Source: an optimization exercise on an open RTL-to-GDS flow (aim: small area and a short achievable clock period). Production flows keep margins and buffers that such runs may drop.
In this exercise RTL edits were held to simulation tests only and were not proved equivalent to the original.

==> flow/design.v <==
package dft_pkg;
    localparam int SMP_W     = 18;
    localparam int PH_W      = 18;
    localparam int PROD_W    = SMP_W + PH_W;
    localparam int ADDR_W    = 9;
    localparam int ACC_W_DEF = 48;
    typedef enum logic [1:0] {
        IDLE = 2'd0,
        WAIT = 2'd1,
        ACC  = 2'd2,
        DONE = 2'd3
    } state_t;
endpackage
module cplx_mac
#(
    parameter int ACC_W = dft_pkg::ACC_W_DEF
) (
    input  logic                    clk,
    input  logic                    rst,
    input  logic                    clr,
    input  logic                    en,
    input  logic signed [dft_pkg::SMP_W-1:0] smp,
    input  logic signed [dft_pkg::PH_W-1:0]  cos_ph,
    input  logic signed [dft_pkg::PH_W-1:0]  sin_ph,
    output logic signed [ACC_W-1:0] re,
    output logic signed [ACC_W-1:0] im
);
    logic signed [dft_pkg::PROD_W-1:0] p_re;
    logic signed [dft_pkg::PROD_W-1:0] p_im;
    assign p_re = smp * cos_ph;
    assign p_im = smp * sin_ph;
    always_ff @(posedge clk or posedge rst) begin
        if (rst) begin
            re <= '0;
            im <= '0;
        end else if (clr) begin
            re <= '0;
            im <= '0;
        end else if (en) begin
            re <= re + ACC_W'(p_re);
            im <= im - ACC_W'(p_im);
        end
    end
endmodule
module dft_bin_acc
#(
    parameter int N      = 256,
    parameter int PH_LAT = 6,
    parameter int ACC_W  = dft_pkg::ACC_W_DEF
) (
    input  logic                     CK,
    input  logic                     RST,
    input  logic                     START,
    input  logic signed [dft_pkg::PH_W-1:0]   cos0,
    input  logic signed [dft_pkg::PH_W-1:0]   sin0,
    input  logic signed [dft_pkg::PH_W-1:0]   cos1,
    input  logic signed [dft_pkg::PH_W-1:0]   sin1,
    output logic [dft_pkg::ADDR_W-1:0]        smp_addr,
    input  logic signed [dft_pkg::SMP_W-1:0]  smp_data,
    output logic signed [ACC_W-1:0]  re0,
    output logic signed [ACC_W-1:0]  im0,
    output logic signed [ACC_W-1:0]  re1,
    output logic signed [ACC_W-1:0]  im1,
    output logic                     busy,
    output logic                     done
    ,
    output logic [ACC_W-1:0]         mag0,
    output logic [ACC_W-1:0]         mag1
);
    localparam int CNT_W = 16;
    localparam logic [CNT_W-1:0] WAIT_LAST = CNT_W'(PH_LAT - 2);
    localparam logic [CNT_W-1:0] LAST_K    = CNT_W'(N - 1);
    dft_pkg::state_t           state, state_nxt;
    logic [CNT_W-1:0] cnt, cnt_nxt;
    logic             acc_clr;
    logic             acc_en;
    always_ff @(posedge CK or posedge RST) begin
        if (RST) begin
            state <= dft_pkg::IDLE;
            cnt   <= '0;
        end else begin
            state <= state_nxt;
            cnt   <= cnt_nxt;
        end
    end
    always_comb begin
        state_nxt = state;
        cnt_nxt   = cnt;
        acc_clr   = 1'b0;
        acc_en    = 1'b0;
        if (START) begin
            state_nxt = dft_pkg::WAIT;
            cnt_nxt   = '0;
            acc_clr   = 1'b1;
        end else begin
            case (state)
                dft_pkg::IDLE: begin
                    state_nxt = dft_pkg::IDLE;
                end
                dft_pkg::WAIT: begin
                    if (cnt == WAIT_LAST) begin
                        state_nxt = dft_pkg::ACC;
                        cnt_nxt   = '0;
                    end else begin
                        cnt_nxt = cnt + 1'b1;
                    end
                end
                dft_pkg::ACC: begin
                    acc_en = 1'b1;
                    if (cnt == LAST_K) begin
                        state_nxt = dft_pkg::DONE;
                        cnt_nxt   = '0;
                    end else begin
                        cnt_nxt = cnt + 1'b1;
                    end
                end
                dft_pkg::DONE: begin
                    if (cnt == '0) begin
                        cnt_nxt = cnt + 1'b1;
                    end else begin
                        state_nxt = dft_pkg::IDLE;
                        cnt_nxt   = '0;
                    end
                end
                default: begin
                    state_nxt = dft_pkg::IDLE;
                    cnt_nxt   = '0;
                end
            endcase
        end
    end
    assign smp_addr = (state == dft_pkg::ACC && cnt != LAST_K) ? dft_pkg::ADDR_W'(cnt + 1'b1) : '0;
    assign busy     = (state != dft_pkg::IDLE);
    assign done = (state == dft_pkg::DONE) && (cnt != '0) && !START;
    cplx_mac #(.ACC_W(ACC_W)) u_bin0 (
        .clk    (CK),
        .rst    (RST),
        .clr    (acc_clr),
        .en     (acc_en),
        .smp    (smp_data),
        .cos_ph (cos0),
        .sin_ph (sin0),
        .re     (re0),
        .im     (im0)
    );
    cplx_mac #(.ACC_W(ACC_W)) u_bin1 (
        .clk    (CK),
        .rst    (RST),
        .clr    (acc_clr),
        .en     (acc_en),
        .smp    (smp_data),
        .cos_ph (cos1),
        .sin_ph (sin1),
        .re     (re1),
        .im     (im1)
    );
    function automatic logic [ACC_W-1:0] abs_v(input logic signed [ACC_W-1:0] v);
        abs_v = v[ACC_W-1] ? -v : v;
    endfunction
    function automatic logic [ACC_W-1:0] mag_est(input logic signed [ACC_W-1:0] a,
                                                 input logic signed [ACC_W-1:0] b);
        logic [ACC_W-1:0] aa;
        logic [ACC_W-1:0] bb;
        aa = abs_v(a);
        bb = abs_v(b);
        mag_est = (aa > bb) ? (aa + (bb >> 1)) : (bb + (aa >> 1));
    endfunction
    always_ff @(posedge CK or posedge RST) begin
        if (RST) begin
            mag0 <= '0;
            mag1 <= '0;
        end else if (state == dft_pkg::DONE && cnt == '0) begin
            mag0 <= mag_est(re0, im0);
            mag1 <= mag_est(re1, im1);
        end
    end
endmodule
==> flow/config.mk <==
export PLATFORM = sky130hd
export DESIGN_NAME = dft_bin_acc
export DESIGN_NICKNAME = dft_bin_acc
export VERILOG_FILES = /design/flow/design.v
export SDC_FILE = /design/flow/constraint.sdc
export NUM_CORES = 4
export LEC_CHECK = 0
export CAP_MARGIN = 20
export CORE_MARGIN = 2
export CORE_UTILIZATION = 40
export SLEW_MARGIN = 20
==> flow/run.sh <==
#!/bin/bash
# synth_recipe.tcl (not shown) runs the flow's synth.tcl, then flattens the netlist and writes it again
# the make line also repeats each setting of config.mk as NAME=value (left out here)
make -C /OpenROAD-flow-scripts/flow DESIGN_CONFIG=/design/flow/config.mk WORK_HOME=/design/flow/orfs CLKGATE_MAP_FILE= SYNTH_SCRIPT=/design/flow/synth_recipe.tcl finish
==> flow/constraint.sdc <==
create_clock -name core_clock -period 9.5 [get_ports {CK}]
set_input_delay 1.9000 -clock core_clock [delete_from_list [all_inputs] [get_ports {CK}]]
set_output_delay 1.9000 -clock core_clock [all_outputs]
set_load 0.01 [all_outputs]
==> flow_summary.ini <==
[run_status]
status = complete, no violations

[grt]
grt_usage_pct = 24.98
antenna_found_initial = 13
grt_overflow_total = 0
grt_pass1_wl_mm = 433.2
grt_max_degree = 113
first_global_vias = 73995

[logic_synthesis]
yosys.area.top_type_share_pct = 36.69
yosysSeqAreaShare_pct = 8.728
syn_area_um2 = 87730
yosys.area.top_type = fa_1
synthTopCellsByArea = fa_1, ha_1, dfrtp_1
synth_area_per_cell_um2 = 8.732
ys_ff_latch = 306
synth-edff-count = 0
ys_types = 81
synthArstFlopShare_pct = 100.0
synth_common_cells = inv_1, fa_1, nand2_1, ha_1, and2_1
synth_cells = 10047
yosysMostFrequentCell = inv_1
synth_ff_type = dfrtp_1
syn_nets = 12549
yosysWarnings = 2

[place]
post-dp-hpwl_mm = 238.1
place.port_buffers = 391
pre_cts_slack_ns = -0.6358
placedInstanceArea_um2 = 98240
routabilityCongestion = 0.9545
dp_cells = 13404

[worst_hold_path]
min_path_type = flip-flop to flip-flop
hold_end = mag1[28]
hold_path_depth = 2
min-delay-start = mag1[28]

[timing]
fin_setup_tns_ns = 0
finalCriticalPeriod_ns = 9.098
hold_viol_final = 0
tightest_slew_ns = 1.173
fmax_mhz = 109.9
setup_ws_ns = 0.4019
rsz0062_at_grt = false
relSlewSlack_pct = 21.27
holdWs_ns = 0.4788
period_share_pct = 95.77
finClkSkew_ns = 0.03244
slew_violations = 0
finalSetupViolCount = 0

[drt]
vias_per_cell = 5.225
drt_wl_total_mm = 277.9
drc = 0
drtIter0Drc = 4407
firstDrtPassIters = 8
ant_nets = 0
wl_per_cell_um = 20.61
via_count = 70441

[clocking]
cts_sinks = 306
worstSkewPairLatency_ns = 0.63
clk_pin_slew_ns = 0.06
htreeDepth = 2
cts_made_buffers = 41
cts_root_buf = clkbuf_16
cts_setup_buffers = 0
cts_tree = built
cts_max_path_buffers = 3

[floorplan]
num_io_pins = 392
die-area_um2 = 223100
fp.dieW_um = 472.3
start_util_pct = 40.32
row_count = 171
die_y_um = 472.3
core_area_um2 = 217600

[setup_path]
r2r-start = u_bin0.im[4]
critical-path-max-stage-delay_ns = 0.62
critPathLaunchType = primary input
required_ns = 9.96
cp.arrival_ns = 9.56
path_class = primary input to flip-flop
reg2reg_depth = 26
end_kind = flip-flop
slowest_stage = fa_1
r2r_slack_ns = 1.61
cpMostUsedCell = fa_1
timing.rr.end = mag0[44]
crit_fanout = 6

[finish]
seqCellArea_um2 = 7659
multi_input_area_um2 = 71160
layout-drive-gt1-share_pct = 6.251
fin_nets = 13095
fin_area_um2 = 99690
layout.cells.non_filler = 13481
n_fill_cell = 21079
syn_to_final_growth_pct = 13.63
fin_util_pct = 45.81

[job]
drv.max_cap_violation_count = 0
==> worst max path at each step <==
| stage | from | to | slack, ns | cells past startpoint |
|---|---|---|---|---|
| 2_1_floorplan | smp_data[17] | u_bin0.re[45] | 0.33 | 28 |
| 3_3_place_gp | sin0[11] | u_bin0.im[44] | -0.51 | 27 |
| 3_5_place_dp | sin0[11] | u_bin0.im[46] | -0.64 | 27 |
| 4_1_cts | sin0[11] | u_bin0.im[46] | 0.18 | 27 |
| 5_1_grt | sin0[4] | u_bin0.im[46] | 0.01 | 27 |
| 6_report | sin0[4] | u_bin0.im[47] | 0.40 | 29 |
==> state kept, by name, summed over array words and instances (netlist names) <==
register   flops
cnt           16
mag0          48
mag1          48
state          2
u_bin0.im     48
u_bin0.re     48
u_bin1.im     48
u_bin1.re     48
==> logic make-up (layout without fill, tap and decap cells) <==
| kind of cell | count (synthesis) | after routing | synth area share, % |
|---|---|---|---|
| fa+ha+maj | 2409 | 2409 | 48.12 |
| buf+inv | 2387 | 2963 | 10.22 |
| other cells | 0 | 4 | 0 |
| flops | 306 | 306 | 8.728 |
| simple gates | 2653 | 2653 | 14.62 |
| compound gates | 1610 | 1610 | 11.30 |
| xor+xnor | 553 | 553 | 5.521 |
| mux | 129 | 129 | 1.486 |
==> cells in the final DEF (no fill, tap or decap), types with 91 or more instances in the layout <==
cell / n
xor2_1: 137
nand2_1: 1103
dfrtp_1: 305
buf_4: 460
and2_1: 583
xnor2_1: 416
nor2b_1: 116
a21oi_1: 462
ha_1: 800
mux2i_1: 119
nor2_1: 380
nand3_1: 91
fa_1: 1608
inv_1: 1981
o21ai_0: 472
a21o_1: 231
clkdlybuf4s50_1: 371
==> layer usage <==
metal  wire length [um]  global-route usage, %  share of wire [%]
met1             113700                  31.69                 41
met2             137500                  43.40                 49
met3              14510                  3.078                5.2
met4              12130                  9.357                4.4
met5                  8                      0             0.0029
==> area by class of cell <==
cell class	count	share of cell area, %
Clock buffer	53	1.115
Clock inverter	20	0.3188
Tap cell	2854	3.582
Sequential cell	306	7.683
Antenna cell	4	0.01004
Timing Repair Buffer	907	8.437
Multi-Input combinational cell	7354	71.38
Inverter	1983	7.470
==> repair_timing <==
item,in CTS,in global routing
endpoints found under the setup margin,1,5
hold buffers,0,0
gates resized for setup,1,4
==> worst max-delay path: cells and delay by family <==
kind                       cells  cell delay, ns
and+or+nand+nor                5            0.41
AOI/OAI and AO/OA              7            1.83
adders and majority gates      8            3.83
xor gates and xnor gates       2            0.37
buffers and inverters          7            1.19

re-timing with driven ports:
The results above use ideal ports. As a check the final layout listed here was re-extracted and re-timed, cells and wires unchanged.
Step 1 sets driving cells, clkbuf_16 on the clock port and buf_2 on the other inputs (assumed; they add their load-dependent delay and slew).
Step 2 also shifts input and output timing later by t, the mid clock arrival at the registers, as if the neighbouring blocks saw the same clock.
a / b / c = ideal / step 1 / step 2; a / b = the first two.
t (ns): 0.704
setup slack, ns: 0.402 / 0.457 / -0.246
clock arrival spread, ns: 0.047 / 0.047
pins driven straight from the clock port: 1
With both steps, setup timing fails in this run, where it was met with ideal ports. The setup slack of this run moves by +0.055 ns with the drivers and by -0.648 ns with both steps.
